This is an optimization exercise on Yosys and OpenROAD, whose aim is small area and a short achievable clock period, not a production implementation.
In this exercise RTL edits were held to simulation tests only and were not proved equivalent to the original.
Power and IR drop assume default switching activity.

## sync_fifo_param
module sync_fifo_param
#(
    parameter int DATA_W    = fifo_pkg::DEF_DATA_W,
    parameter int ADDR_W    = fifo_pkg::DEF_ADDR_W,
    parameter int AF_THRESH = (1 << ADDR_W) - 2,
    parameter int AE_THRESH = 2
) (
    input  logic              sys_clk,
    input  logic              sys_rst,
    input  logic              wr_en,
    input  logic [DATA_W-1:0] din,
    input  logic              rd_en,
    output logic [DATA_W-1:0] dout,
    output logic              full,
    output logic              empty,
    output logic              almost_full,
    output logic              almost_empty,
    output logic [ADDR_W:0]   data_count,
    output logic              overflow,
    output logic              underflow
);
Size: ~5500 cells after synthesis, about 2100 flip-flops, roughly 35 I/O pins.
export LEC_CHECK = 0
export CAP_MARGIN = 20
export CORE_MARGIN = 2
export CORE_UTILIZATION = 50
export CTS_CLUSTER_DIAMETER = 100
export CTS_CLUSTER_SIZE = 25
export SETUP_SLACK_MARGIN = 1.9
export SLEW_MARGIN = 20
export SYNTH_HIERARCHICAL = 1
create_clock -name core_clock -period 4.0 [get_ports {sys_clk}]
standard.sh (not shown) runs the stock make flow with config.mk's settings and CLKGATE_MAP_FILE= SYNTH_SCRIPT=/design/flow/synth_recipe.tcl, a recipe that flattens the netlist after the stock synthesis.
==> flow/flow/run.sh <==
#!/bin/bash
# Layout of the design: the standard flow, with two changes:
# - the input and output ports get plain buffers (buf_4) instead of the
#   delay cells that buffer_ports picks by default;
# - after placement, flow/pull_out_regs.tcl moves the registers that drive
#   output ports next to the ports' buffers and legalizes the placement.
# Everything else, synthesis included, is the standard flow's. Each part's
# output goes to a log file of its own here; ORFS keeps each step's own log
# under orfs/logs/.
set -euo pipefail
export BUFFER_PORTS_ARGS="-buffer_cell sky130_fd_sc_hd__buf_4"
bash standard.sh place > flow_place.log 2>&1
res=orfs/results/$FLOW_PLATFORM/sync_fifo_param/base
PLATFORM_DIR=$FLOW_HOME/platforms/$FLOW_PLATFORM PLACE_ODB=$res/3_place.odb \
  openroad -no_init -exit flow/pull_out_regs.tcl > flow_pull_out_regs.log 2>&1
bash standard.sh finish > flow_finish.log 2>&1
==> flow/flow/pull_out_regs.tcl <==
# After placement: move each register (and an inverter between it and the
# port buffer, if there is one) that drives an output port's buffer next
# to that buffer, then legalize. The output paths are the slowest paths of
# this design, and the registers otherwise sit far from their port.
set plat $::env(PLATFORM_DIR)
read_lef $plat/lef/sky130_fd_sc_hd.tlef
read_lef $plat/lef/sky130_fd_sc_hd_merged.lef
read_liberty $plat/lib/sky130_fd_sc_hd__tt_025C_1v80.lib
read_db $::env(PLACE_ODB)
set block [ord::get_db_block]

proc driver_inst {net} {
  foreach it [$net getITerms] {
    if {[$it isOutputSignal]} { return [$it getInst] }
  }
  return ""
}
proc input_net {inst} {
  foreach it [$inst getITerms] {
    if {[$it isInputSignal] && [$it getNet] != "NULL"} {
      set n [$it getNet]
      if {[$n getSigType] == "SIGNAL"} { return $n }
    }
  }
  return ""
}

set moved 0
foreach bt [$block getBTerms] {
  if {[$bt getIoType] != "OUTPUT"} continue
  set buf [driver_inst [$bt getNet]]
  if {$buf == ""} continue
  set loc [$buf getLocation]
  set src [driver_inst [input_net $buf]]
  for {set k 0} {$k < 2 && $src != ""} {incr k} {
    set m [[$src getMaster] getName]
    if {[$src isFixed]} break
    $src setLocation [lindex $loc 0] [lindex $loc 1]
    incr moved
    puts "moved $m [$src getName] to $loc"
    if {[string match "*__df*" $m]} break
    if {![string match "*__inv*" $m]} break
    set src [driver_inst [input_net $src]]
  }
}
puts "moved $moved instances"
detailed_placement
check_placement -verbose
write_db $::env(PLACE_ODB)
The starting point finished with timing, DRC and antenna clean.
==> next run, changes <==
--- a/flow/config.mk
+++ b/flow/config.mk
@@ -8,5 +8,5 @@
 export CAP_MARGIN = 20
 export CORE_MARGIN = 2
-export CORE_UTILIZATION = 50
+export CORE_UTILIZATION = 56
 export CTS_CLUSTER_DIAMETER = 100
 export CTS_CLUSTER_SIZE = 25
Result: Routed wire length shrinks by about 2.3%; critical path depth is unchanged; sequential cell count does not change; die area came out lower by 11%; total power is about the same; via count barely changes; sequential power is about the same; clock-buffer cell count went down by 1; area after synthesis does not change.
==> next run, changes <==
--- a/flow/config.mk
+++ b/flow/config.mk
@@ -8,5 +8,5 @@
 export CAP_MARGIN = 20
 export CORE_MARGIN = 2
-export CORE_UTILIZATION = 56
+export CORE_UTILIZATION = 62
 export CTS_CLUSTER_DIAMETER = 100
 export CTS_CLUSTER_SIZE = 25
What happened:
- cell count falls by 1.2%
- register-to-register slack is worse by 110 ps
- final area increases by 0.65%
- area after synthesis stays the same
- power hardly moves
- wire length is lower by about 0.9%
==> next run, changes <==
--- a/flow/config.mk
+++ b/flow/config.mk
@@ -8,8 +8,8 @@
 export CAP_MARGIN = 20
 export CORE_MARGIN = 2
-export CORE_UTILIZATION = 62
+export CORE_UTILIZATION = 56
 export CTS_CLUSTER_DIAMETER = 100
 export CTS_CLUSTER_SIZE = 25
-export SETUP_SLACK_MARGIN = 1.9
+export SETUP_SLACK_MARGIN = 2.0
 export SLEW_MARGIN = 20
 export SYNTH_HIERARCHICAL = 1
=> The new run went through all stages and came out clean. Cell count grows by about 1.6%. Sequential share of layout area is about the same. Register-to-register slack improved by 130 ps.
==> next run, changes <==
==> flow/flow/run.sh (replaced) <==
#!/bin/bash
# Layout of the design: the standard flow, with one step added after
# placement: flow/pull_out_regs.tcl moves the registers that drive output
# ports next to the ports' buffers, doubles the drive of the store's select
# gates, and legalizes the placement again.
# Everything else, synthesis included, is the standard flow's. Each part's
# output goes to a log file of its own here; ORFS keeps each step's own log
# under orfs/logs/.
set -euo pipefail
bash standard.sh place > flow_place.log 2>&1
res=orfs/results/$FLOW_PLATFORM/sync_fifo_param/base
PLATFORM_DIR=$FLOW_HOME/platforms/$FLOW_PLATFORM PLACE_ODB=$res/3_place.odb \
  openroad -no_init -exit flow/pull_out_regs.tcl > flow_pull_out_regs.log 2>&1
bash standard.sh finish > flow_finish.log 2>&1
--- a/flow/flow/pull_out_regs.tcl
+++ b/flow/flow/pull_out_regs.tcl
@@ -3,4 +3,7 @@
 # to that buffer, then legalize. The output paths are the slowest paths of
 # this design, and the registers otherwise sit far from their port.
+# Also give the store's select gates (a nor2_1 driving a word's eight
+# a222oi bits) double drive strength: synthesis sizes them for a light
+# load, and they are the slow step of the store's paths.
 set plat $::env(PLATFORM_DIR)
 read_lef $plat/lef/sky130_fd_sc_hd.tlef
@@ -45,4 +48,22 @@
 }
 puts "moved $moved instances"
+
+set nor2_2 [[ord::get_db] findMaster sky130_fd_sc_hd__nor2_2]
+set sized 0
+foreach inst [$block getInsts] {
+  if {[[$inst getMaster] getName] != "sky130_fd_sc_hd__nor2_1"} continue
+  set loads 0
+  foreach it [$inst getITerms] {
+    if {![$it isOutputSignal] || [$it getNet] == "NULL"} continue
+    foreach l [[$it getNet] getITerms] {
+      if {[[[$l getInst] getMaster] getName] == "sky130_fd_sc_hd__a222oi_1"} { incr loads }
+    }
+  }
+  if {$loads >= 4} {
+    $inst swapMaster $nor2_2
+    incr sized
+  }
+}
+puts "sized up $sized select gates"
 detailed_placement
 check_placement -verbose
--- a/flow/config.mk
+++ b/flow/config.mk
@@ -8,8 +8,8 @@
 export CAP_MARGIN = 20
 export CORE_MARGIN = 2
-export CORE_UTILIZATION = 56
+export CORE_UTILIZATION = 50
 export CTS_CLUSTER_DIAMETER = 100
 export CTS_CLUSTER_SIZE = 25
-export SETUP_SLACK_MARGIN = 2.0
+export SETUP_SLACK_MARGIN = 1.9
 export SLEW_MARGIN = 20
 export SYNTH_HIERARCHICAL = 1
Non-clock buffer count falls by 6.
Design area rises slightly.
Final cell count rises by a few percent.
Core utilization falls by 5.9 points.
Flip-flop and latch count does not change.
Area after synthesis stays the same.
Routed wire length rises slightly.
Critical path depth rises by 3.

==> separate check: timing with driven ports <==
The flow's constraints put no driver on any port. The routed layouts listed below were extracted and timed again, unchanged, in two steps. Step 1 assumes that a clkbuf_16 drives the clock port and a buf_2 every other input. Step 2 adds t to the input delays and takes it off the output delays; t is the mean of the earliest and latest rising clock arrival at the registers after step 1. Input paths then give back, and output paths get back, about the clock's delay inside the block. a / b / c = ideal / step 1 / step 2; a / b = the first two.
run	t, ns	setup WS [ns]	latest minus earliest clock arrival (ns)
the first run	0.809	1.913 / 1.838 / 1.318	0.032 / 0.032
the second run	0.773	1.949 / 1.872 / 1.251	0.029 / 0.030
the third run	0.784	1.844 / 1.799 / 1.015	0.040 / 0.040
the fourth run	0.779	1.931 / 1.863 / 1.176	0.032 / 0.032
the fifth run	0.805	1.899 / 1.836 / 1.144	0.039 / 0.039
After both steps every run listed still meets setup and hold. For the third run, which loses most, drivers alone change the setup slack by -0.045 ns; drivers and shift together by -0.829 ns.
